This design comes from an exercise in tuning for small area and a short achievable clock period on the open sky130 flow, not from production work. RTL that was checked went through simulation tests only; none was proved equivalent to the original. The RTL of runs 2 and 3 was laid out without a check of its function. In every run shown here, the design's own scripts or RTL, not TritonCTS, make the clock network. The clock input has no modelled driver; a real chip could not lean on it and would need a root buffer or a full tree. Power figures rest on the tool's default switching activity, not on a simulated workload.

`flow/config.mk`:
```
export PLATFORM = sky130hd
export DESIGN_NAME = dma_write
export DESIGN_NICKNAME = dma_write
export VERILOG_FILES = /design/flow/design.v
export SDC_FILE = /design/flow/constraint.sdc
export NUM_CORES = 4
export LEC_CHECK = 0
export CAP_MARGIN = 20
export CORE_MARGIN = 2
export CORE_UTILIZATION = 55
export SETUP_SLACK_MARGIN = 1.3
export SLEW_MARGIN = 20
```
`flow/constraint.sdc`:
```
create_clock -name core_clock -period 3.2 [get_ports {s_axi4l}]
set_input_delay 0.6400 -clock core_clock [delete_from_list [all_inputs] [get_ports {s_axi4l}]]
set_output_delay 0.6400 -clock core_clock [all_outputs]
set_load 0.01 [all_outputs]
```
`flow/design.v`:
```
package dma_write_pkg;
    typedef logic [4-1:0]            id_t;
    typedef logic [32-1:0]          addr_t;
    typedef logic [8-1:0]           len_t;
    typedef logic [64-1:0]          data_t;
    typedef logic [2-1:0]          resp_t;
    typedef logic [8-1:0]     issue_cnt_t;
    typedef logic [5:0]                         regadr_t;
    typedef logic [32-1:0]    axi4l_data_t;
    typedef logic [32/8-1:0]  axi4l_strb_t;
    typedef struct packed {
        id_t    id;
        addr_t  addr;
        len_t   len;
    } aw_req_t;
    typedef struct packed {
        logic   last;
        data_t  data;
    } w_beat_t;
endpackage
module dma_sync_fifo #(
    parameter int  WIDTH     = 1,
    parameter int  PTR_BITS  = 3,
    parameter bit  GATED_READ = 1'b0
) (
    input  logic     s_axi4l,
    input  logic     rst,
    input  logic [WIDTH-1:0] s_data,
    input  logic     s_valid,
    output logic     s_ready,
    output logic     s_ready_next,
    output logic [WIDTH-1:0] m_data,
    output logic     m_valid,
    input  logic     m_ready
);
    localparam int DEPTH = 1 << PTR_BITS;
    logic [WIDTH-1:0]    mem [0:DEPTH-1];
    logic [DEPTH-1:0]    wr_sel;
    logic [DEPTH-1:0]    rd_sel;
    logic [DEPTH-1:0]    rd_sel_next;
    logic [DEPTH-1:0]    rd_take;       
    logic                mem_empty;
    logic                mem_full;
    logic                one_left;
    logic                one_free;
    logic                push;
    logic                out_empty;     
    logic                load;
    logic                wr_inc;
    logic                rd_inc;
    logic                empty_next;
    logic                full_next;
    logic [WIDTH-1:0]    rd_word;
    assign s_ready = !mem_full;
    assign push    = s_valid && !mem_full;
    assign load    = out_empty || m_ready;
    assign wr_inc  = push && !(mem_empty && load);
    assign rd_inc  = load && !mem_empty;
    always_ff @(posedge s_axi4l) begin
        for (int i = 0; i < DEPTH; i++) begin
            if (!mem_full && wr_sel[i]) begin
                mem[i] <= s_data;
            end
        end
    end
    assign rd_sel_next = rd_inc ? {rd_sel[DEPTH-2:0], rd_sel[DEPTH-1]} : rd_sel;
    generate
        if (GATED_READ) begin : g_gated
            always_ff @(posedge s_axi4l) begin
                if (rst) begin
                    rd_take <= '0;
                end else begin
                    rd_take <= empty_next ? '0 : rd_sel_next;
                end
            end
            always_comb begin
                rd_word = {WIDTH{mem_empty}} & s_data;
                for (int i = 0; i < DEPTH; i++) begin
                    rd_word = rd_word | ({WIDTH{rd_take[i]}} & mem[i]);
                end
            end
        end else begin : g_plain
            assign rd_take = '0;
            always_comb begin
                rd_word = '0;
                for (int i = 0; i < DEPTH; i++) begin
                    rd_word = rd_word | ({WIDTH{rd_sel[i]}} & mem[i]);
                end
                rd_word = mem_empty ? s_data : rd_word;
            end
        end
    endgenerate
    always_ff @(posedge s_axi4l) begin
        if (load) begin
            m_data <= rd_word;
        end
    end
    assign one_left   = |({rd_sel[DEPTH-2:0], rd_sel[DEPTH-1]} & wr_sel);
    assign one_free   = |({wr_sel[DEPTH-2:0], wr_sel[DEPTH-1]} & rd_sel);
    assign empty_next = mem_empty ? !wr_inc : (one_left && rd_inc && !wr_inc);
    assign full_next  = mem_full  ? !rd_inc : (one_free && wr_inc && !rd_inc);
    assign s_ready_next = !full_next;
    always_ff @(posedge s_axi4l) begin
        if (rst) begin
            wr_sel    <= DEPTH'(1);
            rd_sel    <= DEPTH'(1);
            mem_empty <= 1'b1;
            mem_full  <= 1'b0;
            m_valid   <= 1'b0;
            out_empty <= 1'b1;
        end else begin
            if (wr_inc) begin
                wr_sel <= {wr_sel[DEPTH-2:0], wr_sel[DEPTH-1]};
            end
            rd_sel <= rd_sel_next;
            mem_empty <= empty_next;
            mem_full  <= full_next;
            if (load) begin
                m_valid   <= !mem_empty || push;
                out_empty <= !(!mem_empty || push);
            end
        end
    end
endmodule
module dma_write_regs (
    input  logic                              s_axi4l,
    input  logic                              rst,
    input  logic [8-1:0]   axi4l_awaddr,
    input  logic                              axi4l_awvalid,
    output logic                              axi4l_awready,
    input  dma_write_pkg::axi4l_data_t        axi4l_wdata,
    input  dma_write_pkg::axi4l_strb_t        axi4l_wstrb,
    input  logic                              axi4l_wvalid,
    output logic                              axi4l_wready,
    output dma_write_pkg::resp_t              axi4l_bresp,
    output logic                              axi4l_bvalid,
    input  logic                              axi4l_bready,
    input  logic [8-1:0]   axi4l_araddr,
    input  logic                              axi4l_arvalid,
    output logic                              axi4l_arready,
    output dma_write_pkg::axi4l_data_t        axi4l_rdata,
    output dma_write_pkg::resp_t              axi4l_rresp,
    output logic                              axi4l_rvalid,
    input  logic                              axi4l_rready,
    output dma_write_pkg::aw_req_t            req,
    output logic                              req_valid,
    input  logic                              req_ready,
    output dma_write_pkg::len_t               len,
    output logic                              len_valid,
    input  logic                              len_ready,
    input  dma_write_pkg::resp_t              m_bresp,
    input  logic                              m_bvalid,
    output logic                              m_bready
);
    dma_write_pkg::id_t          reg_awid;
    dma_write_pkg::addr_t        reg_awaddr;
    dma_write_pkg::len_t         reg_awlen;
    logic         aw_pending;
    logic         len_pending;
    logic         resp_error;
    dma_write_pkg::issue_cnt_t   issue_cnt;
    dma_write_pkg::issue_cnt_t   cnt_plus;
    dma_write_pkg::issue_cnt_t   cnt_minus;
    dma_write_pkg::issue_cnt_t   cnt_plus_inc;
    dma_write_pkg::issue_cnt_t   cnt_minus_dec;
    logic         cnt_is_one;
    logic         cnt_is_max;
    logic         bready_next;
    logic         bvalid_n;        
    dma_write_pkg::regadr_t      regadr_wr;
    dma_write_pkg::regadr_t      regadr_rd;
    logic         wr_en;
    logic         rd_en;
    logic         launch;
    logic         resp_accept;
    logic         bready_n;        
    logic         rvalid_n;        
    function automatic dma_write_pkg::axi4l_data_t write_mask(
        input dma_write_pkg::axi4l_data_t org,
        input dma_write_pkg::axi4l_data_t data,
        input dma_write_pkg::axi4l_strb_t strb
    );
        dma_write_pkg::axi4l_data_t result;
        for (int i = 0; i < 32; i++) begin
            result[i] = strb[i/8] ? data[i] : org[i];
        end
        write_mask = result;
    endfunction
    assign regadr_wr = (6)'(axi4l_awaddr >> 2);
    assign regadr_rd = (6)'(axi4l_araddr >> 2);
    assign axi4l_awready = axi4l_awvalid && axi4l_wvalid && (!axi4l_bvalid || axi4l_bready);
    assign axi4l_wready  = axi4l_awready;
    assign axi4l_bresp   = '0;
    assign wr_en  = axi4l_awvalid && axi4l_wvalid && (bvalid_n || axi4l_bready);
    assign launch = wr_en && (regadr_wr == 6'h11);
    always_ff @(posedge s_axi4l) begin
        if (rst) begin
            axi4l_bvalid <= 1'b0;
            bvalid_n     <= 1'b1;
        end else if (wr_en) begin
            axi4l_bvalid <= 1'b1;
            bvalid_n     <= 1'b0;
        end else if (axi4l_bready) begin
            axi4l_bvalid <= 1'b0;
            bvalid_n     <= 1'b1;
        end
    end
    assign resp_accept    = m_bvalid && !bready_n;
    assign cnt_is_one = (issue_cnt == (8)'(1));
    assign cnt_is_max = (issue_cnt == '1);
    always_comb begin
        logic ones;
        logic zeros;
        for (int i = 0; i < 8; i++) begin
            ones  = 1'b1;
            zeros = 1'b1;
            for (int j = 0; j < i; j++) begin
                ones  = ones & cnt_plus[j];
                zeros = zeros & !cnt_minus[j];
            end
            cnt_plus_inc[i]  = cnt_plus[i] ^ ones;
            cnt_minus_dec[i] = cnt_minus[i] ^ zeros;
        end
    end
    always_comb begin
        case ({launch, resp_accept})
            2'b10:   bready_next = !cnt_is_max;
            2'b01:   bready_next = !cnt_is_one;
            2'b11:   bready_next = 1'b1;
            default: bready_next = !bready_n;
        endcase
    end
    always_ff @(posedge s_axi4l) begin
        if (rst) begin
            reg_awid    <= '0;
            reg_awaddr  <= '0;
            reg_awlen   <= '0;
            aw_pending  <= 1'b0;
            len_pending <= 1'b0;
            resp_error  <= 1'b0;
            issue_cnt   <= '0;
            cnt_plus    <= (8)'(1);
            cnt_minus   <= '1;
            m_bready    <= 1'b0;
            bready_n    <= 1'b1;
        end else begin
            if (req_valid && req_ready) begin
                aw_pending <= 1'b0;
            end
            if (len_valid && len_ready) begin
                len_pending <= 1'b0;
            end
            if (wr_en) begin
                case (regadr_wr)
                    6'h08: begin
                        resp_error <= 1'b0;
                    end
                    6'h10: begin
                        reg_awid <= (4)'(write_mask((32)'(reg_awid),
                                                     axi4l_wdata, axi4l_wstrb));
                    end
                    6'h11: begin
                        reg_awaddr  <= (32)'(write_mask((32)'(reg_awaddr),
                                                          axi4l_wdata, axi4l_wstrb));
                        aw_pending  <= 1'b1;
                        len_pending <= 1'b1;
                    end
                    6'h12: begin
                        reg_awlen <= (8)'(write_mask((32)'(reg_awlen),
                                                       axi4l_wdata, axi4l_wstrb));
                    end
                    default: ;
                endcase
            end
            if (resp_accept && m_bresp != '0) begin
                resp_error <= 1'b1;
            end
            case ({launch, resp_accept})
                2'b10: begin
                    issue_cnt <= cnt_plus;
                    cnt_plus  <= cnt_plus_inc;
                    cnt_minus <= issue_cnt;
                end
                2'b01: begin
                    issue_cnt <= cnt_minus;
                    cnt_plus  <= issue_cnt;
                    cnt_minus <= cnt_minus_dec;
                end
                default: ;
            endcase
            m_bready  <= bready_next;
            bready_n  <= !bready_next;
        end
    end
    assign req       = {reg_awid, reg_awaddr, reg_awlen};
    assign req_valid = aw_pending;
    assign len       = reg_awlen;
    assign len_valid = len_pending;
    assign axi4l_arready = !axi4l_rvalid || axi4l_rready;
    assign axi4l_rresp   = '0;
    assign rd_en         = axi4l_arvalid && (rvalid_n || axi4l_rready);
    always_ff @(posedge s_axi4l) begin
        if (rd_en) begin
            case (regadr_rd)
                6'h00:   axi4l_rdata <= 32'hd3a0_0101;
                6'h08:    axi4l_rdata <= (32)'({resp_error, len_pending,
                                                                  aw_pending});
                6'h09: axi4l_rdata <= (32)'(issue_cnt);
                6'h10:      axi4l_rdata <= (32)'(reg_awid);
                6'h11:    axi4l_rdata <= (32)'(reg_awaddr);
                6'h12:     axi4l_rdata <= (32)'(reg_awlen);
                default:            axi4l_rdata <= '0;
            endcase
        end
    end
    always_ff @(posedge s_axi4l) begin
        if (rst) begin
            axi4l_rvalid <= 1'b0;
            rvalid_n     <= 1'b1;
        end else if (rd_en) begin
            axi4l_rvalid <= 1'b1;
            rvalid_n     <= 1'b0;
        end else if (axi4l_rready) begin
            axi4l_rvalid <= 1'b0;
            rvalid_n     <= 1'b1;
        end
    end
endmodule
module dma_wlast_gen (
    input  logic                     s_axi4l,
    input  logic                     rst,
    input  dma_write_pkg::len_t      len,
    input  logic                     len_valid,
    output logic                     len_ready,
    input  dma_write_pkg::data_t     axi4s_tdata,
    input  logic                     axi4s_tvalid,
    output logic                     axi4s_tready,
    output dma_write_pkg::w_beat_t   beat,
    output logic                     beat_valid,
    input  logic                     beat_ready,
    input  logic                     beat_ready_next
);
    logic   active;
    logic   active_next;
    dma_write_pkg::len_t   remain;      
    logic   last;
    logic   accept;
    logic   tready_n;        
    assign accept = axi4s_tvalid && !tready_n;
    assign len_ready   = !active || (last && accept);
    assign active_next = len_ready ? len_valid : active;
    always_ff @(posedge s_axi4l) begin
        if (rst) begin
            active       <= 1'b0;
            remain       <= '0;
            last         <= 1'b0;
            axi4s_tready <= 1'b0;
            tready_n     <= 1'b1;
        end else begin
            if (len_ready) begin
                active <= len_valid;
                remain <= len;
                last   <= (len == '0);
            end else if (accept) begin
                remain <= remain - 1'b1;
                last   <= (remain == (8)'(1));
            end
            axi4s_tready <= beat_ready_next && active_next;
            tready_n     <= !(beat_ready_next && active_next);
        end
    end
    assign beat_valid   = axi4s_tvalid && active;
    assign beat         = {last, axi4s_tdata};
endmodule
module dma_write (
    input  logic                              s_axi4l,
    input  logic                              rst,
    input  logic [8-1:0]   axi4l_awaddr,
    input  logic                              axi4l_awvalid,
    output logic                              axi4l_awready,
    input  dma_write_pkg::axi4l_data_t        axi4l_wdata,
    input  dma_write_pkg::axi4l_strb_t        axi4l_wstrb,
    input  logic                              axi4l_wvalid,
    output logic                              axi4l_wready,
    output dma_write_pkg::resp_t              axi4l_bresp,
    output logic                              axi4l_bvalid,
    input  logic                              axi4l_bready,
    input  logic [8-1:0]   axi4l_araddr,
    input  logic                              axi4l_arvalid,
    output logic                              axi4l_arready,
    output dma_write_pkg::axi4l_data_t        axi4l_rdata,
    output dma_write_pkg::resp_t              axi4l_rresp,
    output logic                              axi4l_rvalid,
    input  logic                              axi4l_rready,
    input  dma_write_pkg::data_t              axi4s_tdata,
    input  logic                              axi4s_tvalid,
    output logic                              axi4s_tready,
    output dma_write_pkg::id_t                m_awid,
    output dma_write_pkg::addr_t              m_awaddr,
    output dma_write_pkg::len_t               m_awlen,
    output logic                              m_awvalid,
    input  logic                              m_awready,
    output dma_write_pkg::data_t              m_wdata,
    output logic                              m_wlast,
    output logic                              m_wvalid,
    input  logic                              m_wready,
    input  dma_write_pkg::resp_t              m_bresp,
    input  logic                              m_bvalid,
    output logic                              m_bready
);
    dma_write_pkg::aw_req_t    req;
    logic       req_valid;
    logic       req_ready;
    dma_write_pkg::aw_req_t    aw_out;
    dma_write_pkg::len_t       len;
    logic       len_valid;
    logic       len_ready;
    dma_write_pkg::len_t       lfifo_len;
    logic       lfifo_valid;
    logic       lfifo_ready;
    dma_write_pkg::w_beat_t    beat;
    logic       beat_valid;
    logic       beat_ready;
    logic       beat_ready_next;
    dma_write_pkg::w_beat_t    w_out;
    dma_write_regs i_regs (
        .s_axi4l, .rst,
        .axi4l_awaddr, .axi4l_awvalid, .axi4l_awready,
        .axi4l_wdata, .axi4l_wstrb, .axi4l_wvalid, .axi4l_wready,
        .axi4l_bresp, .axi4l_bvalid, .axi4l_bready,
        .axi4l_araddr, .axi4l_arvalid, .axi4l_arready,
        .axi4l_rdata, .axi4l_rresp, .axi4l_rvalid, .axi4l_rready,
        .req, .req_valid, .req_ready,
        .len, .len_valid, .len_ready,
        .m_bresp, .m_bvalid, .m_bready
    );
    dma_sync_fifo #(.WIDTH(4 + 32 + 8), .PTR_BITS(3)) i_aw_fifo (
        .s_axi4l, .rst,
        .s_data(req), .s_valid(req_valid), .s_ready(req_ready), .s_ready_next(),
        .m_data(aw_out), .m_valid(m_awvalid), .m_ready(m_awready)
    );
    dma_sync_fifo #(.WIDTH(8), .PTR_BITS(3)) i_len_fifo (
        .s_axi4l, .rst,
        .s_data(len), .s_valid(len_valid), .s_ready(len_ready), .s_ready_next(),
        .m_data(lfifo_len), .m_valid(lfifo_valid), .m_ready(lfifo_ready)
    );
    dma_wlast_gen i_wlast_gen (
        .s_axi4l, .rst,
        .len(lfifo_len), .len_valid(lfifo_valid), .len_ready(lfifo_ready),
        .axi4s_tdata, .axi4s_tvalid, .axi4s_tready,
        .beat, .beat_valid, .beat_ready, .beat_ready_next
    );
    dma_sync_fifo #(.WIDTH(1 + 64), .PTR_BITS(4), .GATED_READ(1'b1)) i_w_fifo (
        .s_axi4l, .rst,
        .s_data(beat), .s_valid(beat_valid), .s_ready(beat_ready), .s_ready_next(beat_ready_next),
        .m_data(w_out), .m_valid(m_wvalid), .m_ready(m_wready)
    );
    assign m_awid   = aw_out.id;
    assign m_awaddr = aw_out.addr;
    assign m_awlen  = aw_out.len;
    assign m_wdata  = w_out.data;
    assign m_wlast  = w_out.last;
endmodule
```
`flow/flow/run.sh`:
```
#!/bin/bash
# Own layout flow: the standard ORFS flow with these changes:
#  * plain buf_2 cells as the port buffers (buffer_ports would pick delay cells);
#  * a two-level clock tree (flow/manual_tree.tcl) in place of TritonCTS: the
#    clock port feeds 4 root clkbuf_16 beside it, each root feeds the leaf
#    clkbuf_16 of one quarter of the die, each leaf a balanced group of sinks;
#  * the clock port pinned to the middle of the left edge (flow/io.tcl).
# ORFS's scripts are copied into the work folder and cts.tcl is replaced by
# flow/cts.tcl, which differs only in calling manual_tree.tcl.
# Each tool's full output goes to a log file in this folder (make_flow.log,
# and ORFS's own per-step logs under orfs/logs).
set -euo pipefail
W=$(pwd)
rm -rf "$W/orfs_scripts"
cp -r "$FLOW_HOME/scripts" "$W/orfs_scripts"
cp "$W/flow/cts.tcl" "$W/flow/manual_tree.tcl" "$W/orfs_scripts/"
export MANUAL_CTS=1 MT_CLK_PORT=s_axi4l MT_ROOT_DEPTH=2 MT_LEAF_DEPTH=4
export MT_ROOT_BUF=sky130_fd_sc_hd__clkbuf_16 MT_LEAF_BUF=sky130_fd_sc_hd__clkbuf_16
export PRE_IO_PLACEMENT_TCL="$W/flow/io.tcl"
bash standard.sh "SCRIPTS_DIR=$W/orfs_scripts" \
  "BUFFER_PORTS_ARGS=-buffer_cell sky130_fd_sc_hd__buf_2" finish > make_flow.log 2>&1
```
`flow/flow/cts.tcl`:
```
utl::set_metrics_stage "cts__{}"
source $::env(SCRIPTS_DIR)/load.tcl
source $::env(SCRIPTS_DIR)/lec_check.tcl
erase_non_stage_variables cts
load_design 3_place.odb 3_place.sdc
source_step_tcl PRE CTS

# Clone clock tree inverters next to register loads
# so cts does not try to buffer the inverted clocks.
repair_clock_inverters

proc save_progress { stage } {
  puts "Run 'make gui_$stage.odb' to load progress snapshot"
  orfs_write_db $::env(RESULTS_DIR)/$stage.odb
  orfs_write_sdc $::env(RESULTS_DIR)/$stage.sdc
}

# Run CTS
set cts_args [list \
  -sink_clustering_enable \
  -repair_clock_nets]

append_env_var cts_args CTS_BUF_DISTANCE -distance_between_buffers 1
append_env_var cts_args CTS_CLUSTER_SIZE -sink_clustering_size 1
append_env_var cts_args CTS_CLUSTER_DIAMETER -sink_clustering_max_diameter 1
append_env_var cts_args CTS_BUF_LIST -buf_list 1
append_env_var cts_args CTS_LIB_NAME -library 1


if { [env_var_exists_and_non_empty CTS_ARGS] } {
  set cts_args $::env(CTS_ARGS)
}

set_dont_use $::env(DONT_USE_CELLS)

if { [env_var_exists_and_non_empty MANUAL_CTS] } {
  # two-level clock tree built by manual_tree.tcl in place of TritonCTS
  source $::env(SCRIPTS_DIR)/manual_tree.tcl
  mt_build $::env(MT_CLK_PORT) \
    $::env(MT_ROOT_DEPTH) $::env(MT_LEAF_DEPTH) $::env(MT_ROOT_BUF) $::env(MT_LEAF_BUF)
} else {
  log_cmd clock_tree_synthesis {*}$cts_args
}

utl::push_metrics_stage "cts__{}__pre_repair_timing"
log_cmd estimate_parasitics -placement
if { $::env(DETAILED_METRICS) } {
  report_metrics 4 "cts pre-repair-timing"
}
utl::pop_metrics_stage

set_placement_padding -global \
  -left $::env(CELL_PAD_IN_SITES_DETAIL_PLACEMENT) \
  -right $::env(CELL_PAD_IN_SITES_DETAIL_PLACEMENT)

set result [catch { detailed_placement } msg]
if { $result != 0 } {
  save_progress 4_1_error
  error "Detailed placement failed in CTS: $msg"
}

log_cmd estimate_parasitics -placement

if { $::env(CTS_SNAPSHOTS) } {
  save_progress 4_1_pre_repair_hold_setup
}

if { !$::env(SKIP_CTS_REPAIR_TIMING) } {
  if { $::env(EQUIVALENCE_CHECK) } {
    write_eqy_verilog 4_before_rsz.v
  }
  if { $::env(LEC_CHECK) } {
    write_lec_verilog 4_before_rsz_lec.v
  }

  repair_timing_helper

  if { $::env(EQUIVALENCE_CHECK) } {
    run_equivalence_test
  }
  if { $::env(LEC_CHECK) } {
    write_lec_verilog 4_after_rsz_lec.v
    run_lec_test 4_rsz 4_before_rsz_lec.v 4_after_rsz_lec.v
  }

  set result [catch { detailed_placement } msg]
  if { $result != 0 } {
    save_progress 4_1_error
    error "Detailed placement failed in CTS: $msg"
  }

  check_placement -verbose
}

report_metrics 4 "cts final"

source_step_tcl POST CTS

orfs_write_db $::env(RESULTS_DIR)/4_1_cts.odb
orfs_write_sdc $::env(RESULTS_DIR)/4_cts.sdc
```
`flow/flow/io.tcl`:
```
# Puts the clock port at the middle of the die's left edge, so the clock
# tree's root buffers beside it are about as close to every quarter of the die.
set mt_block [ord::get_db_block]
set mt_die [$mt_block getDieArea]
set mt_dbu [$mt_block getDefUnits]
set mt_mid [expr {([$mt_die yMin] + [$mt_die yMax]) / 2.0 / $mt_dbu}]
set_io_pin_constraint -pin_names $::env(MT_CLK_PORT) \
  -region [format "left:%.2f-%.2f" [expr {$mt_mid - 3}] [expr {$mt_mid + 3}]]
```
`flow/flow/manual_tree.tcl`:
```
# Manual two-level clock tree: the clock port drives NROOT root buffers placed
# beside it; each root drives the leaf buffers of one region; each leaf buffer
# drives a balanced group of clock sinks (found by recursive bisection).
proc mt_bisect {items depth} {
  # items: list of {x y payload}; returns list of groups (2^depth)
  if {$depth == 0} { return [list $items] }
  set xs [lmap i $items {lindex $i 0}]
  set ys [lmap i $items {lindex $i 1}]
  set w [expr {[tcl::mathfunc::max {*}$xs] - [tcl::mathfunc::min {*}$xs]}]
  set h [expr {[tcl::mathfunc::max {*}$ys] - [tcl::mathfunc::min {*}$ys]}]
  set k [expr {$w >= $h ? 0 : 1}]
  set sorted [lsort -real -index $k $items]
  set n [llength $sorted]
  set half [expr {$n / 2}]
  set a [lrange $sorted 0 [expr {$half - 1}]]
  set b [lrange $sorted $half end]
  return [concat [mt_bisect $a [expr {$depth - 1}]] [mt_bisect $b [expr {$depth - 1}]]]
}

proc mt_centroid {items} {
  set sx 0.0; set sy 0.0
  foreach i $items { set sx [expr {$sx + [lindex $i 0]}]; set sy [expr {$sy + [lindex $i 1]}] }
  set n [llength $items]
  return [list [expr {int($sx / $n)}] [expr {int($sy / $n)}]]
}

proc mt_build {clk_port root_depth leaf_depth root_master leaf_master} {
  set block [ord::get_db_block]
  set db [ord::get_db]
  set rmaster [$db findMaster $root_master]
  set lmaster [$db findMaster $leaf_master]
  set clknet [$block findNet $clk_port]
  set bterm [$block findBTerm $clk_port]
  set pxy [$bterm getFirstPinLocation]
  set px [lindex $pxy 1]; set py [lindex $pxy 2]
  set sinks {}
  foreach it [$clknet getITerms] {
    set inst [$it getInst]
    set loc [$inst getLocation]
    lappend sinks [list [lindex $loc 0] [lindex $loc 1] $it]
  }
  puts "manual tree: [llength $sinks] sinks, port at $px $py"
  # leaf groups
  set groups [mt_bisect $sinks [expr {$root_depth + $leaf_depth}]]
  set nleaf_per_root [expr {1 << $leaf_depth}]
  # move the port's clock net aside: the port keeps net clknet, which will feed only the roots
  set li 0
  set leaves {}
  foreach g $groups {
    set c [mt_centroid $g]
    set name "cts_leaf_$li"
    set inst [odb::dbInst_create $block $lmaster $name]
    $inst setLocation [lindex $c 0] [lindex $c 1]
    $inst setPlacementStatus PLACED
    set net [odb::dbNet_create $block "clknet_leaf_$li"]
    $net setSigType CLOCK
    foreach s $g {
      set it [lindex $s 2]
      $it disconnect
      $it connect $net
    }
    [$inst findITerm X] connect $net
    lappend leaves [list [lindex $c 0] [lindex $c 1] $inst]
    incr li
  }
  # root groups: consecutive leaves share a root (bisection order keeps them close)
  for {set r 0} {$r < (1 << $root_depth)} {incr r} {
    set name "cts_root_$r"
    set inst [odb::dbInst_create $block $rmaster $name]
    $inst setLocation $px $py
    $inst setPlacementStatus PLACED
    set net [odb::dbNet_create $block "clknet_root_$r"]
    $net setSigType CLOCK
    for {set j [expr {$r * $nleaf_per_root}]} {$j < ($r + 1) * $nleaf_per_root} {incr j} {
      set linst [lindex [lindex $leaves $j] 2]
      [$linst findITerm A] connect $net
    }
    [$inst findITerm X] connect $net
    [$inst findITerm A] connect $clknet
  }
  $clknet setSigType CLOCK
}
```
`flow/standard.sh`:
```
#!/bin/bash
# synth_recipe.tcl (not shown) runs the flow's synth.tcl, then flattens the netlist and writes it again
# the make line also repeats each setting of config.mk as NAME=value (left out here)
make -C /OpenROAD-flow-scripts/flow DESIGN_CONFIG=/design/flow/config.mk WORK_HOME=/design/flow/orfs CLKGATE_MAP_FILE= SYNTH_SCRIPT=/design/flow/synth_recipe.tcl "${@:-finish}"
```
==> results of run 1 <==
-- through the flow --
stage	util (%)	cell area, um^2
floorplan	-	65000
global placement	59.0	68800
detailed placement	59.0	68800
CTS	61.2	71300
global route	61.5	71700
finish	61.5	71700
-- cell families (layout without fill, tap and decap cells) --
| logic type | count (synthesis) | after routing | synth area share, % |
|---|---|---|---|
| flip-flops | 1786 | 1786 | 79.9 |
| AO/OA/AOI/OAI | 931 | 931 | 11.1 |
| AND/OR/NAND/NOR | 624 | 624 | 4.88 |
| adder cells (fa/ha/maj) | 18 | 18 | 0.347 |
| other | 1 | 12 | 0.00578 |
| XOR/XNOR | 1 | 1 | 0.0135 |
| multiplexers | 136 | 136 | 2.23 |
| buffers and inverters | 260 | 508 | 1.57 |
-- state kept, by name (all words and copies together), names as in the netlist, 16 cells and up --
register and flops:
i_w_fifo.mem 1040, i_w_fifo.rd_sel 16, i_len_fifo.mem 64, i_w_fifo.rd_take 16
i_regs.axi4l_rdata 32, i_w_fifo.wr_sel 16, i_aw_fifo.m_data 44, i_aw_fifo.mem 352
i_regs.reg_awaddr 32, i_w_fifo.m_data 65
-- synthesized netlist by cell type (all sizes together), types with 3 or more instances --
library cell	count
a211oi	4
a21o	10
a21oi	86
a221oi	136
a222oi	69
a22o	70
a22oi	496
a311oi	3
a31oi	3
and2	36
and3	65
buf	79
clkbuf	159
dfxtp	181
edfxtp	1605
ha	18
inv	22
mux2	69
mux2i	67
nand2	185
nand2b	12
nand3	97
nand3b	3
nand4	62
nor2	95
nor2b	36
nor3	8
nor3b	3
nor4	6
o211ai	6
o21ai	30
or4b	3
-- routing by layer --
layer	vias up	global-route usage, %	share of wire [%]
met4	24	6.01	2.4
li1	15737	-	-
met3	265	4.47	9.7
met1	19105	39.8	39
met5	-	0	0.079
met2	1854	46.4	48
-- power breakdown --
part | total [mW] | internal [mW] | switching, mW
sequential | 25.4 | 25.3 | 0.0532
clock | 10.2 | 3.78 | 6.39
combinational | 0.603 | 0.203 | 0.400
-- what timing repair did --
item | CTS | global route
gates cloned | 3 | 0
buffers inserted | 29 | 12
gates resized for setup | 98 | 43
endpoints found under the setup margin | 435 | 66
hold endpoints to repair | 0 | 0
pin swaps | 29 | 8
-- cell type report --
cell class | count | area (um^2) | area share [%]
antenna | 8 | 20.0 | 0.0279
tap | 1524 | 1910 | 2.66
buffer | 68 | 1700 | 2.37
sequential | 1786 | 51900 | 72.4
inverter | 22 | 92.6 | 0.129
timing repair buffer | 418 | 3390 | 4.73
multi-input combinational | 1714 | 12600 | 17.6
-- path summary, 6_finish.rpt --
kind / startpoint / to / slack, ns / depth (start not counted)
worst max register to register: i_w_fifo.rd_take[0]$_SDFF_PP0_ / i_w_fifo.m_data[11]$_DFFE_PN_ / 1.31 / 5
worst max-delay path: i_w_fifo.m_data[64]$_DFFE_PN_ / m_wlast / 1.30 / 1
worst min register to register: i_wlast_gen.remain[6]$_SDFFE_PP0P_ / i_wlast_gen.remain[6]$_SDFFE_PP0P_ / 0.49 / 2
worst min-delay path: axi4l_wdata[8] / i_regs.reg_awaddr[8]$_SDFFE_PP0P_ / 0.31 / 3
-- tightest hold or removal path: cells and delay by family --
kind          cells  cell delay, ns
simple gates      1            0.07
buf+inv           1            0.07
mux               1            0.05
==> results.yml, run 1 <==
place:
  post-place-cells: 5420
  portBuffers: 274
  gp_congestion: 0.798
  dp_hpwl_mm: 88.8
  place_ws_ns: 0.644
worst_setup_path:
  crit_slowest_cell: "edfxtp_1"
  crit_fanout: 1
  crit_arrival_ns: 1.26
  crit_required_ns: 2.56
  crit_path_start_kind: "register"
  endpoint_kind: "output pin"
  path_buf_inv: 1
  worstSetupPathType: "register to output pin"
  slowest_delay_ns: 0.52
  crit_chain: "buf_2"
  critPathTopFamily: "flip-flops"
final_layout:
  layout_common_cells: "edfxtp_1, a22oi_1, buf_2, nand2_1, dfxtp_1"
  drive_gt1_share_pct: 17.1
  n_fill_cell: 8346
  fin_cells: 5540
  fin_nets: 4157
  layout_commonest_cell: "edfxtp_1"
  area_delta_synth_final_pct: 10.5
synth:
  netlist.area_leader.share_pct: 74.3
  synth_edf_count: 1605
  syn_inst: 3757
  ys_ff_latch: 1786
  async_flop_share_pct: 0
  synth.area.top_cells: "edfxtp_1, a22oi_1, dfxtp_1"
  yosys_warnings: 8
  synth_area_per_cell_um2: 17.3
  ys_seq_area_share_pct: 79.9
  yosys.area.top_type: "edfxtp_1"
  synth_flop_cell: "edfxtp_1"
  netlist_area_mm2: 0.0649
  synth.distinct_cells: 68
routing:
  antenna_left: 0
  via_count: 36985
  drt-pass1-iter-count: 9
  wl_per_cell_um: 31.4
  drtIter0Drc: 4869
  wl_mm: 174
  avgViaCountPerCell: 6.68
  drc_errors: 0
clocking:
  ctsHoldBuffers: 0
  insertion_delay_ns: 0.55
  path_clk_slew_ns: 0.11
timing:
  skew_ns: 0.0393
  maxSlewHeadroom_pct: 31.0
  min_period_ns: 1.90
  whs_ns: 0.314
  tns_ns: 0
  final-max-slew-violation-count: 0
  rsz0062_at_grt: "yes"
  finalWorstSetupSlack_ns: 1.30
  fin_crit_sh_pct: 59.3
  worst-slew-pin-transition_ns: 1.03
  finalSetupViolCount: 0
  finalHoldViolCount: 0
  fmax_mhz: 527
global_routing:
  grt_max_degree: 66
  antenna_found_initial: 24
  grt_pass1_wl_mm: 249
  overflow: 0
  grt_usage_pct: 28.1
  grt_pass1_vias: 36570
pwr:
  cellPowerDensity_mw_per_mm2: 505
  power_mw: 36.2
  vdd_ir_drop_max_mv: 1.48
  p_leak_nw: 23.6
status:
  status: "timing/DRC/antenna clean"
floorplan:
  core_mm2: 0.117
  io_pins: 283
  chipHeight_um: 347
  die_w_um: 347
  dieArea_mm2: 0.121
  start_util_pct: 55.7
  fp-row-count: 125
worst_hold_path:
  hold_class: "input pin to register"
job:
  drv_cap: 0
==> inputs of run 2 (changes only) <==
--- a/flow/design.v
+++ b/flow/design.v
@@ -208,20 +208,8 @@
     assign resp_accept    = m_bvalid && !bready_n;
     assign cnt_is_one = (issue_cnt == (8)'(1));
     assign cnt_is_max = (issue_cnt == '1);
-    always_comb begin
-        logic ones;
-        logic zeros;
-        for (int i = 0; i < 8; i++) begin
-            ones  = 1'b1;
-            zeros = 1'b1;
-            for (int j = 0; j < i; j++) begin
-                ones  = ones & cnt_plus[j];
-                zeros = zeros & !cnt_minus[j];
-            end
-            cnt_plus_inc[i]  = cnt_plus[i] ^ ones;
-            cnt_minus_dec[i] = cnt_minus[i] ^ zeros;
-        end
-    end
+    assign cnt_plus_inc  = cnt_plus + 1'b1;
+    assign cnt_minus_dec = cnt_minus - 1'b1;
     always_comb begin
         case ({launch, resp_accept})
             2'b10:   bready_next = !cnt_is_max;
==> results.yml, run 2 <==
clocking:
  insertion_delay_ns: 0.55
  path_clk_slew_ns: 0.11
worst_setup_path:
  critPathTopFamily: "simple AND/OR/NAND/NOR gates"
  path_buf_inv: 1
  endpoint_kind: "register"
  crit_arrival_ns: 2.79
  crit_chain: "buf_6 > or4b_4 > or4b_4 > ha_4 > and4b_1 > a21oi_2 > or3_1 > a21oi_2"
  r2r_slack_ns: 1.02
  slowest_delay_ns: 0.54
  r2r_start: "i_regs.bvalid_n$_SDFFE_PP1P_"
  crit_fanout: 6
  r2r_cells: 7
  r2r-end: "i_regs.cnt_plus[3]$_SDFFE_PP0P_"
  worstSetupPathType: "input pin to register"
  crit_required_ns: 3.67
  crit_path_start_kind: "input pin"
  crit_slowest_cell: "or4b_4"
synth:
  syn_inst: 3829
  synth_area_per_cell_um2: 17.0
  synth_flop_cell: "edfxtp_1"
  yosys_warnings: 8
  ys_seq_area_share_pct: 79.7
  synth_commonest_cells: "edfxtp_1, a22oi_1, dfxtp_1"
  synth.distinct_cells: 66
  ys_ff_latch: 1786
  yosys.area.top_type: "edfxtp_1"
  synth.area.top_cells: "edfxtp_1, a22oi_1, dfxtp_1"
  synth_edf_count: 1605
  synth.most_common_cell: "edfxtp_1"
  netlist_area_mm2: 0.0650
  netlist.area_leader.share_pct: 74.1
  async_flop_share_pct: 0
final_layout:
  fin_cells: 5652
  drive_gt1_share_pct: 17.1
  reg_top3: "i_w_fifo.mem: 1040 flops, i_aw_fifo.mem: 352 flops, i_w_fifo.m_data: 65 flops"
  fin_nets: 4251
  layout_common_cells: "edfxtp_1, a22oi_1, buf_2, nand2_1, dfxtp_1"
  largest_reg_flops: 1040
  fin_util_pct: 61.5
  layout_commonest_cell: "edfxtp_1"
  area_delta_synth_final_pct: 11.1
  regMostFlops: "i_w_fifo.mem"
  fin_area_mm2: 0.0723
worst_hold_path:
  hold_path_end: "i_regs.rvalid_n$_SDFFE_PP1P_"
  hold_class: "input pin to register"
  hp-start: "axi4l_arvalid"
  whs_path_depth: 2
floorplan:
  dieArea_mm2: 0.121
  start_util_pct: 55.3
  chipHeight_um: 348
  die_w_um: 348
  io_pins: 283
  fp-row-count: 126
  core_mm2: 0.118
global_routing:
  overflow: 0
  antenna_found_initial: 24
  grt_pass1_vias: 35716
  grt_usage_pct: 28.9
  grt_pass1_wl_mm: 254
  grt_max_degree: 130
timing:
  worst-slew-pin-transition_ns: 1.00
  tns_ns: 0
  rsz0062_at_grt: "yes"
  fin_crit_sh_pct: 72.4
  finalHoldViolCount: 0
  finalSetupViolCount: 0
  skew_ns: 0.0316
  fmax_mhz: 432
  finalWorstSetupSlack_ns: 0.884
  min_period_ns: 2.32
  maxSlewHeadroom_pct: 32.9
  whs_ns: 0.306
  final-max-slew-violation-count: 0
place:
  portBuffers: 274
  post-place-cells: 5494
  placed_cell_area_mm2: 0.0690
  place_ws_ns: 0.187
  gp_congestion: 0.774
  dp_hpwl_mm: 87.3
routing:
  wl_per_cell_um: 32.2
  wl_mm: 182
  antenna_left: 0
  drt-pass1-iter-count: 6
  drtIter0Drc: 4936
  drc_errors: 0
  avgViaCountPerCell: 6.70
  via_count: 37841
status:
  status: "timing/DRC/antenna clean"
pwr:
  power_mw: 36.3
  p_leak_nw: 23.8
  cellPowerDensity_mw_per_mm2: 502
  vdd_ir_drop_max_mv: 2.80
job:
  drv_cap: 0
run 2: cell types whose count changed after synthesis, moves of 5 or more:
cell      previous run  this run
nor2_1              95        63
ha_1                18         8
o21ai_0             29        55
inv_1               21        59
a21oi_1             84       120
nand2_1            185       166
buf_2               17         6
or3_1                1        37
buf_1               56        64
nor2b_1             36        42
a211oi_1             4         9
mux2i_1             67        35
nand3_1             97        91
clkbuf_1           159       167
run 2: cell type report:
type	count	area, um^2
Antenna cell	4	10.0
Buffer	68	1700
Fill cell	8554	45300
Inverter	60	243
Multi-Input combinational cell	1742	12500
Sequential cell	1786	51900
Tap cell	1536	1920
Timing Repair Buffer	454	3950
Timing Repair inverter	2	17.5
run 2: repair_timing:
action                                  CTS  global route
hold buffers                              0             0
pin swaps                                24             9
setup buffers                            50            30
endpoints found under the setup margin  347           208
gates cloned                              6             0
resized for setup                        68            35
run 2: report_power, final:
group          internal (mW)  switching [mW]  leakage, nW
combinational          0.199           0.410         6.47
sequential              25.3          0.0617         16.5
clock                   3.79            6.50        0.838
total                   29.3            6.97         23.8
run 2: how the worst max path moves through the flow:
stage                         start                                to  slack [ns]  depth (start not counted)
finish              axi4l_awaddr[7]   i_regs.cnt_plus[3]$_SDFFE_PP0P_        0.88                          8
global route        axi4l_awaddr[7]   i_regs.cnt_plus[3]$_SDFFE_PP0P_        0.85                          8
CTS                 axi4l_awaddr[7]   i_regs.cnt_plus[4]$_SDFFE_PP0P_        0.37                          8
detailed placement  axi4l_awaddr[7]  i_regs.issue_cnt[1]$_SDFFE_PP0P_        0.19                          8
global placement    axi4l_awaddr[7]  i_regs.cnt_minus[2]$_SDFFE_PP1P_        0.20                          8
floorplan           axi4l_awaddr[7]  i_regs.cnt_minus[5]$_SDFFE_PP1P_        0.24                          8
run 2: cells by family (layout without fill, tap and decap cells):
logic type	count (synthesis)	after routing	synth area share, %
DFF	1786	1786	79.7
buffers and inverters	304	584	1.80
other	1	8	0.00577
and+or+nand+nor	618	618	4.98
AOI/OAI and AO/OA	1007	1007	11.7
adders and majority gates	8	8	0.154
muxes	104	104	1.73
xor gates and xnor gates	1	1	0.0135
run 2: per-layer routing:
| metal | wire length (um) | track usage (%) | vias up |
|---|---|---|---|
| met5 | 110 | 0 | - |
| met4 | 2990 | 4.33 | 18 |
| met3 | 19300 | 5.54 | 180 |
| met2 | 84300 | 45.1 | 1861 |
| met1 | 75300 | 43.7 | 19705 |
| li1 | - | - | 16077 |
==> inputs of run 3 (changes only) <==
--- a/flow/design.v
+++ b/flow/design.v
@@ -21,7 +21,8 @@
 module dma_sync_fifo #(
     parameter int  WIDTH     = 1,
     parameter int  PTR_BITS  = 3,
-    parameter bit  GATED_READ = 1'b0
+    parameter bit  GATED_READ = 1'b0,
+    parameter bit  CLEAR_DATA = 1'b0
 ) (
     input  logic     s_axi4l,
     input  logic     rst,
@@ -91,7 +92,9 @@
         end
     endgenerate
     always_ff @(posedge s_axi4l) begin
-        if (load) begin
+        if (CLEAR_DATA && rst) begin
+            m_data <= '0;
+        end else if (load) begin
             m_data <= rd_word;
         end
     end
@@ -208,8 +211,14 @@
     assign resp_accept    = m_bvalid && !bready_n;
     assign cnt_is_one = (issue_cnt == (8)'(1));
     assign cnt_is_max = (issue_cnt == '1);
-    assign cnt_plus_inc  = cnt_plus + 1'b1;
-    assign cnt_minus_dec = cnt_minus - 1'b1;
+    always_comb begin
+        for (int i = 0; i < 8; i++) begin
+            cnt_plus_inc[i]  = cnt_plus[i]
+                             ^ (&(cnt_plus | ~(8)'((1 << i) - 1)));
+            cnt_minus_dec[i] = cnt_minus[i]
+                             ^ (&(~cnt_minus | ~(8)'((1 << i) - 1)));
+        end
+    end
     always_comb begin
         case ({launch, resp_accept})
             2'b10:   bready_next = !cnt_is_max;
@@ -422,7 +431,7 @@
         .len, .len_valid, .len_ready,
         .m_bresp, .m_bvalid, .m_bready
     );
-    dma_sync_fifo #(.WIDTH(4 + 32 + 8), .PTR_BITS(3)) i_aw_fifo (
+    dma_sync_fifo #(.WIDTH(4 + 32 + 8), .PTR_BITS(3), .CLEAR_DATA(1'b1)) i_aw_fifo (
         .s_axi4l, .rst,
         .s_data(req), .s_valid(req_valid), .s_ready(req_ready), .s_ready_next(),
         .m_data(aw_out), .m_valid(m_awvalid), .m_ready(m_awready)
@@ -438,7 +447,7 @@
         .axi4s_tdata, .axi4s_tvalid, .axi4s_tready,
         .beat, .beat_valid, .beat_ready, .beat_ready_next
     );
-    dma_sync_fifo #(.WIDTH(1 + 64), .PTR_BITS(4), .GATED_READ(1'b1)) i_w_fifo (
+    dma_sync_fifo #(.WIDTH(1 + 64), .PTR_BITS(4), .GATED_READ(1'b1), .CLEAR_DATA(1'b1)) i_w_fifo (
         .s_axi4l, .rst,
         .s_data(beat), .s_valid(beat_valid), .s_ready(beat_ready), .s_ready_next(beat_ready_next),
         .m_data(w_out), .m_valid(m_wvalid), .m_ready(m_wready)
==> results.yml, run 3 <==
status:
  status: "timing/DRC/antenna clean"
final_layout:
  largest_reg_flops: 1040
  drive_gt1_share_pct: 15.9
  fin_util_pct: 62.0
  reg_top3: "i_w_fifo.mem: 1040 flops, i_aw_fifo.mem: 352 flops, i_w_fifo.m_data: 65 flops"
  fin_cells: 5804
  layout_common_cells: "edfxtp_1, a22oi_1, dfxtp_1, buf_2, nor2_1"
  layout_commonest_cell: "edfxtp_1"
  area_delta_synth_final_pct: 11.7
  regMostFlops: "i_w_fifo.mem"
  n_fill_cell: 8630
  fin_nets: 4407
worst_setup_path:
  crit_path_start_kind: "input pin"
  worstSetupPathType: "input pin to register"
  crit_required_ns: 3.70
  endpoint_kind: "register"
  r2r_slack_ns: 0.95
  crit_arrival_ns: 3.01
  crit_fanout: 3
  r2r_start: "i_regs.bvalid_n$_SDFFE_PP1P_"
  startpoint: "axi4l_awaddr[3]"
clocking:
  insertion_delay_ns: 0.56
  ctsHoldBuffers: 0
  path_clk_slew_ns: 0.11
synth:
  synth.area.top_cells: "edfxtp_1, dfxtp_1, a22oi_1"
  synth_commonest_cells: "edfxtp_1, a22oi_1, dfxtp_1"
  synth_fa_ha_area_share_pct: 0.116
  synthMuxAreaShare_pct: 1.55
  yosys_warnings: 8
  synth_top_family_by_area: "compound AO/OA/AOI/OAI gates"
  netlist.area_leader.share_pct: 69.5
  synth_xor_area_share_pct: 0.0136
  ys_ff_latch: 1786
  synth.distinct_cells: 62
  synth_edf_count: 1496
  synth-compound-area-share_pct: 12.2
  ys_seq_area_share_pct: 78.5
  synth.most_common_cell: "edfxtp_1"
  yosys.area.top_type: "edfxtp_1"
  synthSimpleGateAreaFrac_pct: 5.89
  synth_flop_cell: "edfxtp_1"
  netlist_area_mm2: 0.0646
  async_flop_share_pct: 0
  syn_inst: 3980
  synth_area_per_cell_um2: 16.2
timing:
  finalSetupViolCount: 0
  finalHoldViolCount: 0
  final-max-slew-violation-count: 0
  tns_ns: 0
  fmax_mhz: 399
  fin_crit_sh_pct: 78.4
  min_period_ns: 2.51
  maxSlewHeadroom_pct: 36.5
  worst-slew-pin-transition_ns: 0.950
  rsz0062_at_grt: "yes"
  skew_ns: 0.0585
place:
  gp_congestion: 0.791
  portBuffers: 274
  dp_hpwl_mm: 92.0
  post-place-cells: 5633
global_routing:
  grt_pass1_wl_mm: 261
  grt_max_degree: 123
  antenna_found_initial: 23
  grt_pass1_vias: 36699
  grt_usage_pct: 29.6
  overflow: 0
floorplan:
  chipHeight_um: 347
  die_w_um: 347
  io_pins: 283
  dieArea_mm2: 0.120
  fp-row-count: 125
  start_util_pct: 55.5
  core_mm2: 0.116
routing:
  antenna_left: 0
  wl_per_cell_um: 32.1
  via_count: 38609
  drt-pass1-iter-count: 6
  drtIter0Drc: 4554
  wl_mm: 186
  avgViaCountPerCell: 6.65
  drc_errors: 0
pwr:
  vdd_ir_drop_max_mv: 1.60
  p_leak_nw: 24.0
  cellPowerDensity_mw_per_mm2: 502
worst_hold_path:
  hp-start: "axi4l_arvalid"
  hold_class: "input pin to register"
job:
  drv_cap: 0
## run 3: cell types whose count changed in the layout (fill, tap and decap cells not counted), moves of 37 or more
cell	previous run	this run
nand3b_1	2	51
dfxtp_1	152	261
nor3_1	11	64
and3_1	67	0
o21ai_1	6	54
nor2_1	61	167
a221oi_1	137	97
a22oi_1	492	549
mux2i_1	35	72
mux2_2	69	8
a311oi_1	2	47
inv_1	58	10
edfxtp_1	1605	1496
## run 3: area by class of cell
| class | count | area, um^2 | share of cell area (%) |
|---|---|---|---|
| multi-input cells | 1916 | 13300 | 18.4 |
| flip-flops and latches | 1786 | 50800 | 70.4 |
| well taps | 1524 | 1910 | 2.64 |
| repair buffers | 487 | 4360 | 6.05 |
| plain buffers | 68 | 1700 | 2.36 |
| diodes | 10 | 25.0 | 0.0347 |
| inverters | 13 | 63.8 | 0.0885 |
## run 3: timing repair
action                     CTS  global route
gates cloned                15             1
buffers inserted            46            31
setup endpoints to repair  343           283
gates resized for setup    135            10
pin swaps                   47             0
## run 3: power by group
group | total [mW] | leakage (nW) | switching (mW) | internal [mW]
sequential | 25.2 | 16.1 | 0.0567 | 25.1
clock | 10.3 | 0.838 | 6.55 | 3.79
combinational | 0.705 | 7.01 | 0.474 | 0.231
## run 3: critical path, stage by stage
cell	delay [ns]
buf_6	0.09
or4b_4	0.53
or4_4	0.57
ha_4	0.24
or4_4	0.44
o41ai_4	0.27
a21oi_1	0.11
o21ai_1	0.12
## run 3: layer usage
metal  global-route usage [%]  part of all wire, %  routed length (um)
met2                     49.5                   49               91300
met3                     4.43                  8.9               16500
met4                     9.30                  3.4                6360
met5                        0                0.087                 161
met1                     40.5                   39               71800
## run 3: cell families after synthesis
family          after synthesis
compound gates             1060
flops                      1786
xor+xnor                      1
other cells                   1
mux                          97
buf+inv                     283
fa+ha+maj                     6
simple gates                746
## run 3: through the flow
step	hold slack [ns]	cell area (um^2)	setup slack [ns]	power, mW
final	0.267	72100	0.691	36.2
after global placement	0.447	68500	0.0265	26.4
after detailed placement	0.465	68500	0.00564	26.4
after CTS	0.467	71700	0.117	34.1
after floorplan	0.441	64800	0.0495	26.0
after global routing	0.272	72100	0.653	37.1
## run 3: final timing paths
path | depth (start not counted) | endpoint
worst min register to register | 2 | i_regs.cnt_plus[7]$_SDFFE_PP0P_
worst max-delay path | 8 | i_regs.cnt_minus[0]$_SDFFE_PP1P_
worst max register to register | 7 | i_regs.cnt_minus[0]$_SDFFE_PP1P_
worst min-delay path | 2 | i_regs.rvalid_n$_SDFFE_PP1P_
==> inputs of run 4 (changes only) <==
--- a/flow/design.v
+++ b/flow/design.v
@@ -212,11 +212,17 @@
     assign cnt_is_one = (issue_cnt == (8)'(1));
     assign cnt_is_max = (issue_cnt == '1);
     always_comb begin
+        logic ones;
+        logic zeros;
         for (int i = 0; i < 8; i++) begin
-            cnt_plus_inc[i]  = cnt_plus[i]
-                             ^ (&(cnt_plus | ~(8)'((1 << i) - 1)));
-            cnt_minus_dec[i] = cnt_minus[i]
-                             ^ (&(~cnt_minus | ~(8)'((1 << i) - 1)));
+            ones  = 1'b1;
+            zeros = 1'b1;
+            for (int j = 0; j < i; j++) begin
+                ones  = ones & cnt_plus[j];
+                zeros = zeros & !cnt_minus[j];
+            end
+            cnt_plus_inc[i]  = cnt_plus[i] ^ ones;
+            cnt_minus_dec[i] = cnt_minus[i] ^ zeros;
         end
     end
     always_comb begin
--- a/flow/config.mk
+++ b/flow/config.mk
@@ -7,6 +7,6 @@
 export LEC_CHECK = 0
 export CAP_MARGIN = 20
 export CORE_MARGIN = 2
-export CORE_UTILIZATION = 55
+export CORE_UTILIZATION = 62
 export SETUP_SLACK_MARGIN = 1.3
 export SLEW_MARGIN = 20
==> results.yml, run 4 <==
worst_setup_path:
  crit_path_start_kind: "register"
  endpoint_kind: "register"
  crit_fanout: 2
  crit_required_ns: 3.63
  r2r-end: "i_regs.cnt_plus[6]$_SDFFE_PP0P_"
  r2r_start: "i_regs.cnt_plus[0]$_SDFFE_PP1P_"
  worstSetupPathType: "register to register"
  crit_arrival_ns: 2.35
  r2r_slack_ns: 1.29
  r2r_cells: 10
final_layout:
  area_delta_synth_final_pct: 11.1
  largest_reg_flops: 1040
  drive_gt1_share_pct: 15.8
  layout_common_cells: "edfxtp_1, a22oi_1, buf_2, dfxtp_1, nand2_1"
  regMostFlops: "i_w_fifo.mem"
  n_fill_cell: 6924
  layout_commonest_cell: "edfxtp_1"
  fin_nets: 4437
  reg_top3: "i_w_fifo.mem: 1040 flops, i_aw_fifo.mem: 352 flops, i_w_fifo.m_data: 65 flops"
pwr:
  power_frac_clock_pct: 28.4
  p_leak_nw: 24.2
  comb_power_share_pct: 2.0
  cellPowerDensity_mw_per_mm2: 501
  power_frac_seq_pct: 69.6
  switchingPower_mw: 7.02
  p_int_mw: 29.1
  sw_frac_of_total_pct: 19.4
  vdd_ir_drop_max_mv: 2.59
timing:
  rsz0062_at_grt: "yes"
  whs_ns: 0.278
  finalSetupViolCount: 0
  worst-slew-pin-transition_ns: 1.05
  min_period_ns: 1.91
  finalHoldViolCount: 0
  final-max-slew-violation-count: 0
  skew_ns: 0.0683
  tns_ns: 0
  fmax_mhz: 523
  fin_crit_sh_pct: 59.8
  maxSlewHeadroom_pct: 29.8
clocking:
  insertion_delay_ns: 0.57
  path_clk_slew_ns: 0.11
  ctsHoldBuffers: 0
synth:
  netlist.area_leader.share_pct: 69.2
  synth_edf_count: 1496
  synth_commonest_cells: "edfxtp_1, a22oi_1, dfxtp_1"
  netlist_area_mm2: 0.0649
  synth.most_common_cell: "edfxtp_1"
  yosys_warnings: 8
  yosys.area.top_type: "edfxtp_1"
  synth.area.top_cells: "edfxtp_1, dfxtp_1, a22oi_1"
  synth.distinct_cells: 65
  ys_seq_area_share_pct: 78.1
  syn_inst: 4032
  ys_ff_latch: 1786
  synth_flop_cell: "edfxtp_1"
  async_flop_share_pct: 0
  synth_area_per_cell_um2: 16.1
floorplan:
  dieArea_mm2: 0.107
  io_pins: 283
  chipHeight_um: 328
  fp-row-count: 118
  start_util_pct: 62.6
  core_mm2: 0.104
  die_w_um: 328
routing:
  drt-pass1-iter-count: 8
  avgViaCountPerCell: 6.95
  drtIter0Drc: 5387
  via_count: 39418
  drc_errors: 0
  antenna_left: 0
  wl_mm: 183
  wl_per_cell_um: 32.3
place:
  portBuffers: 274
  dp_hpwl_mm: 88.9
  gp_congestion: 0.790
job:
  drv_cap: 0
global_routing:
  grt_usage_pct: 32.8
  overflow: 0
  grt_max_degree: 154
  grt_pass1_wl_mm: 258
  antenna_found_initial: 16
  grt_pass1_vias: 37291
worst_hold_path:
  hold_class: "input pin to register"
  hold_path_end: "i_regs.rvalid_n$_SDFFE_PP1P_"
  whs_path_depth: 2
  hp-start: "axi4l_arvalid"
status:
  status: "timing/DRC/antenna clean"
[run 4: layout make-up]
type                       count  area, um^2  area share [%]
timing repair buffer         460        4160            5.76
antenna                        5        12.5          0.0173
tap                         1380        1730            2.39
buffer                        68        1700            2.36
inverter                      21        91.3           0.127
multi-input combinational   1953       13600            18.9
sequential                  1786       50800            70.5
[run 4: power groups by stage]
stage	Sequential, mW	Combinational (mW)	Clock [mW]
6_report	25.2	0.713	10.3
5_1_grt	25.2	0.773	11.0
4_1_cts	25.7	0.706	7.69
3_5_place_dp	25.7	0.663	0
3_3_place_gp	25.7	0.645	0
2_1_floorplan	25.8	0.208	0
[run 4: logic make-up after synthesis]
| logic type | count (synthesis) | share of synthesized area (%) |
|---|---|---|
| simple gates | 750 | 5.81 |
| xor+xnor | 1 | 0.0135 |
| mux | 92 | 1.47 |
| flops | 1786 | 78.1 |
| buf+inv | 299 | 1.83 |
| other cells | 1 | 0.00578 |
| fa+ha+maj | 18 | 0.347 |
| compound gates | 1085 | 12.4 |
[run 4: metrics by stage]
step / total power [mW] / setup WS (ns) / instances / utilization (%) / cell area (um^2)
floorplan: 26.0 / 0.674 / 4035 / - / 65100
global placement: 26.4 / 0.736 / 5520 / 66.1 / 68500
detailed placement: 26.4 / 0.711 / 5520 / 66.1 / 68500
CTS: 34.1 / 1.10 / 5648 / 69.1 / 71700
global route: 37.0 / 1.19 / 5673 / 69.6 / 72100
finish: 36.2 / 1.29 / 5673 / 69.6 / 72100
[run 4: worst max-delay path by stage]
stage / from / end / slack, ns
floorplan: i_w_fifo.wr_sel[15]$_SDFFE_PP0P_ / i_w_fifo.mem[15][0]$_DFFE_PP_ / 0.67
global placement: axi4l_awaddr[5] / i_regs.cnt_minus[7]$_SDFFE_PP1P_ / 0.74
finish: i_regs.cnt_plus[0]$_SDFFE_PP1P_ / i_regs.cnt_plus[6]$_SDFFE_PP0P_ / 1.29
detailed placement: axi4l_awaddr[5] / i_regs.cnt_minus[7]$_SDFFE_PP1P_ / 0.71
global route: i_regs.cnt_plus[1]$_SDFFE_PP0P_ / i_regs.cnt_plus[6]$_SDFFE_PP0P_ / 1.19
CTS: axi4l_araddr[7] / i_regs.axi4l_rdata[9]$_DFFE_PP_ / 1.10
[run 4: critical path, stage by stage, from the launching register on]
cell and delay, ns:
dfxtp_2 0.34, ha_1 0.19, ha_2 0.20, ha_4 0.17
ha_4 0.16, ha_4 0.16, ha_4 0.22, mux2i_1 0.12
nor2_1 0.06, a21oi_1 0.12, nor2_1 0.05
[run 4: layer usage]
metal  global-route usage (%)  vias up  wire length, um  part of all wire (%)
li1                         -    16691                -                     -
met1                     46.5    20271            70000                    38
met2                     55.3     2145            89700                    49
met3                     4.11      291            18300                    10
met4                     6.89       20             4920                   2.7
met5                        0        -              118                 0.064
[run 4: timing repair]
| item | CTS | global route |
|---|---|---|
| setup buffers | 45 | 20 |
| endpoints found under the setup margin | 500 | 223 |
| pin swaps | 70 | 6 |
| cloned | 15 | 0 |
| resized for setup | 164 | 24 |
==> inputs of run 5 (changes only) <==
--- a/flow/config.mk
+++ b/flow/config.mk
@@ -7,6 +7,6 @@
 export LEC_CHECK = 0
 export CAP_MARGIN = 20
 export CORE_MARGIN = 2
-export CORE_UTILIZATION = 62
+export CORE_UTILIZATION = 55
 export SETUP_SLACK_MARGIN = 1.3
 export SLEW_MARGIN = 20
==> results.yml, run 5 <==
status:
  status: "timing/DRC/antenna clean"
synth:
  ys_seq_area_share_pct: 78.1
  synth.area.top_cells: "edfxtp_1, dfxtp_1, a22oi_1"
  synth_flop_cell: "edfxtp_1"
  synth_edf_count: 1496
  synth_area_per_cell_um2: 16.1
  synth.most_common_cell: "edfxtp_1"
  yosys.area.top_type: "edfxtp_1"
  synth.distinct_cells: 65
  netlist.area_leader.share_pct: 69.2
  async_flop_share_pct: 0
  ys_ff_latch: 1786
  synth_commonest_cells: "edfxtp_1, a22oi_1, dfxtp_1"
  syn_inst: 4032
  netlist_area_mm2: 0.0649
  yosys_warnings: 8
routing:
  drtIter0Drc: 5197
  drc_errors: 0
  drt-pass1-iter-count: 6
  wl_mm: 191
  via_count: 39271
  avgViaCountPerCell: 6.71
  wl_per_cell_um: 32.6
  antenna_left: 0
timing:
  finalHoldViolCount: 0
  tns_ns: 0
  finalWorstSetupSlack_ns: 1.32
  whs_ns: 0.277
  fmax_mhz: 532
  finalSetupViolCount: 0
  skew_ns: 0.0437
  min_period_ns: 1.88
  rsz0062_at_grt: "yes"
  final-max-slew-violation-count: 0
  worst-slew-pin-transition_ns: 1.04
  maxSlewHeadroom_pct: 30.5
  fin_crit_sh_pct: 58.7
place:
  gp_congestion: 0.805
  portBuffers: 274
  place_ws_ns: 0.537
  dp_hpwl_mm: 93.6
  placed_cell_area_mm2: 0.0687
final_layout:
  fin_area_mm2: 0.0727
  regMostFlops: "i_w_fifo.mem"
  drive_gt1_share_pct: 16.6
  fin_nets: 4460
  layout_common_cells: "edfxtp_1, a22oi_1, buf_2, dfxtp_1, nand2_1"
  n_fill_cell: 8775
  layout_commonest_cell: "edfxtp_1"
  fin_util_pct: 61.8
  largest_reg_flops: 1040
  area_delta_synth_final_pct: 12.0
  reg_top3: "i_w_fifo.mem: 1040 flops, i_aw_fifo.mem: 352 flops, i_w_fifo.m_data: 65 flops"
worst_setup_path:
  crit_required_ns: 3.37
  endpoint_kind: "register"
  crit_arrival_ns: 2.05
  crit_path_start_kind: "register"
  crit_fanout: 62
  worstSetupPathType: "register to register"
floorplan:
  fp-row-count: 126
  chipHeight_um: 348
  core_mm2: 0.118
  dieArea_mm2: 0.121
  io_pins: 283
  die_w_um: 348
  start_util_pct: 55.2
pwr:
  vdd_ir_drop_max_mv: 2.67
  cellPowerDensity_mw_per_mm2: 498
  switchingPower_mw: 7.07
  comb_power_share_pct: 2.0
  p_int_mw: 29.1
  p_leak_nw: 24.3
  power_frac_clock_pct: 28.5
  sw_frac_of_total_pct: 19.5
  power_frac_seq_pct: 69.6
clocking:
  insertion_delay_ns: 0.56
  ctsHoldBuffers: 0
  path_clk_slew_ns: 0.11
global_routing:
  grt_pass1_wl_mm: 264
  grt_usage_pct: 29.9
  antenna_found_initial: 21
  grt_max_degree: 154
  overflow: 0
  grt_pass1_vias: 37130
worst_hold_path:
  hold_class: "input pin to register"
job:
  drv_cap: 0
==> run 5: cell counts after synthesis <==
Identical to the previous run, type by type.
==> run 5: stage by stage <==
stage                     std cells  total power, mW
after floorplan                4035             26.0
after global placement         5680             26.4
after detailed placement       5680             26.4
after CTS                      5827             34.1
after global routing           5854             37.1
final                          5856             36.2
==> run 5: final timing paths <==
kind / endpoint / startpoint / slack [ns] / cells after the start
worst max-delay path: i_w_fifo.mem[14][13]$_DFFE_PP_ / i_w_fifo.mem_full$_SDFF_PP0_ / 1.32 / 3
worst max register to register: i_w_fifo.mem[14][13]$_DFFE_PP_ / i_w_fifo.mem_full$_SDFF_PP0_ / 1.32 / 3
worst min register to register: i_aw_fifo.m_valid$_SDFFE_PP0N_ / i_aw_fifo.m_valid$_SDFFE_PP0N_ / 0.48 / 2
worst min-delay path: i_regs.rvalid_n$_SDFFE_PP1P_ / axi4l_arvalid / 0.28 / 2
==> run 5: cell type report <==
| class | count | area, um^2 | area share, % |
|---|---|---|---|
| diodes | 9 | 22.5 | 0.0310 |
| flip-flops and latches | 1786 | 50800 | 69.9 |
| multi-input cells | 1951 | 13700 | 18.8 |
| well taps | 1536 | 1920 | 2.64 |
| repair buffers | 485 | 4470 | 6.15 |
| plain buffers | 68 | 1700 | 2.34 |
| inverters | 21 | 86.3 | 0.119 |
==> run 5: critical path: stages (launching register included) <==
cell and delay [ns]:
dfxtp_2 0.33, buf_4 0.27, nor2b_4 0.31, buf_12 0.48
==> run 5: power by group through the flow <==
| stage | sequential (mW) | combinational (mW) | clock (mW) |
|---|---|---|---|
| finish | 25.2 | 0.712 | 10.3 |
| global route | 25.2 | 0.777 | 11.1 |
| CTS | 25.7 | 0.710 | 7.69 |
| detailed placement | 25.7 | 0.669 | 0 |
| global placement | 25.7 | 0.655 | 0 |
| floorplan | 25.8 | 0.208 | 0 |
==> run 5: cells by family after synthesis <==
| logic type | Yosys count | synth area share, % |
|---|---|---|
| xor+xnor | 1 | 0.0135 |
| mux | 92 | 1.47 |
| flops | 1786 | 78.1 |
| compound gates | 1085 | 12.4 |
| other cells | 1 | 0.00578 |
| fa+ha+maj | 18 | 0.347 |
| buf+inv | 299 | 1.83 |
| simple gates | 750 | 5.81 |
==> run 5: repair_timing <==
action	CTS	global route
endpoints found under the setup margin	529	171
hold endpoints to repair	0	0
gates cloned	18	1
setup buffers	61	19
gates resized for setup	156	34
pin swaps	39	6
==> run 5: metal layers <==
layer / GRT usage [%] / share of wire (%) / vias to the layer above
li1: - / - / 16737
met1: 42.3 / 39 / 20334
met2: 50.8 / 49 / 1939
met3: 3.56 / 9.1 / 243
met4: 5.22 / 2.4 / 18
met5: 0 / 0.060 / -

[re-timing with driven ports]
How much do the figures lean on ideal ports? The routed layouts below were timed once more, with nothing changed but the port constraints. Step 1, drivers: a clkbuf_16 drives s_axi4l and a buf_2 each remaining input, both assumed. Step 2, shift: input delay + t, output delay - t, t = (earliest + latest rising clock arrival at the registers) / 2. This alone moves slack from input paths to output paths. Slacks: ideal / step 1 / step 2; pairs: ideal / step 1.
run	t, ns	slack for setup (ns)	worst setup path after step 2	slew at the worst register clock pin (ns)	cell pins on the clock port's net
run 1	0.579	1.303 / 1.251 / 0.809	input to register	0.11 / 0.11	4
run 2	0.582	0.884 / 0.896 / 0.314	input to register	0.11 / 0.11	4
run 3	0.584	0.691 / 0.709 / 0.126	input to register	0.12 / 0.12	4
run 4	0.587	1.287 / 1.287 / 1.065	input to register	0.12 / 0.12	4
run 5	0.589	1.322 / 1.302 / 1.013	input to register	0.11 / 0.11	4
After both steps every run listed still meets setup and hold. For run 2, which loses most, drivers alone change the setup slack by +0.012 ns; drivers and shift together by -0.570 ns.
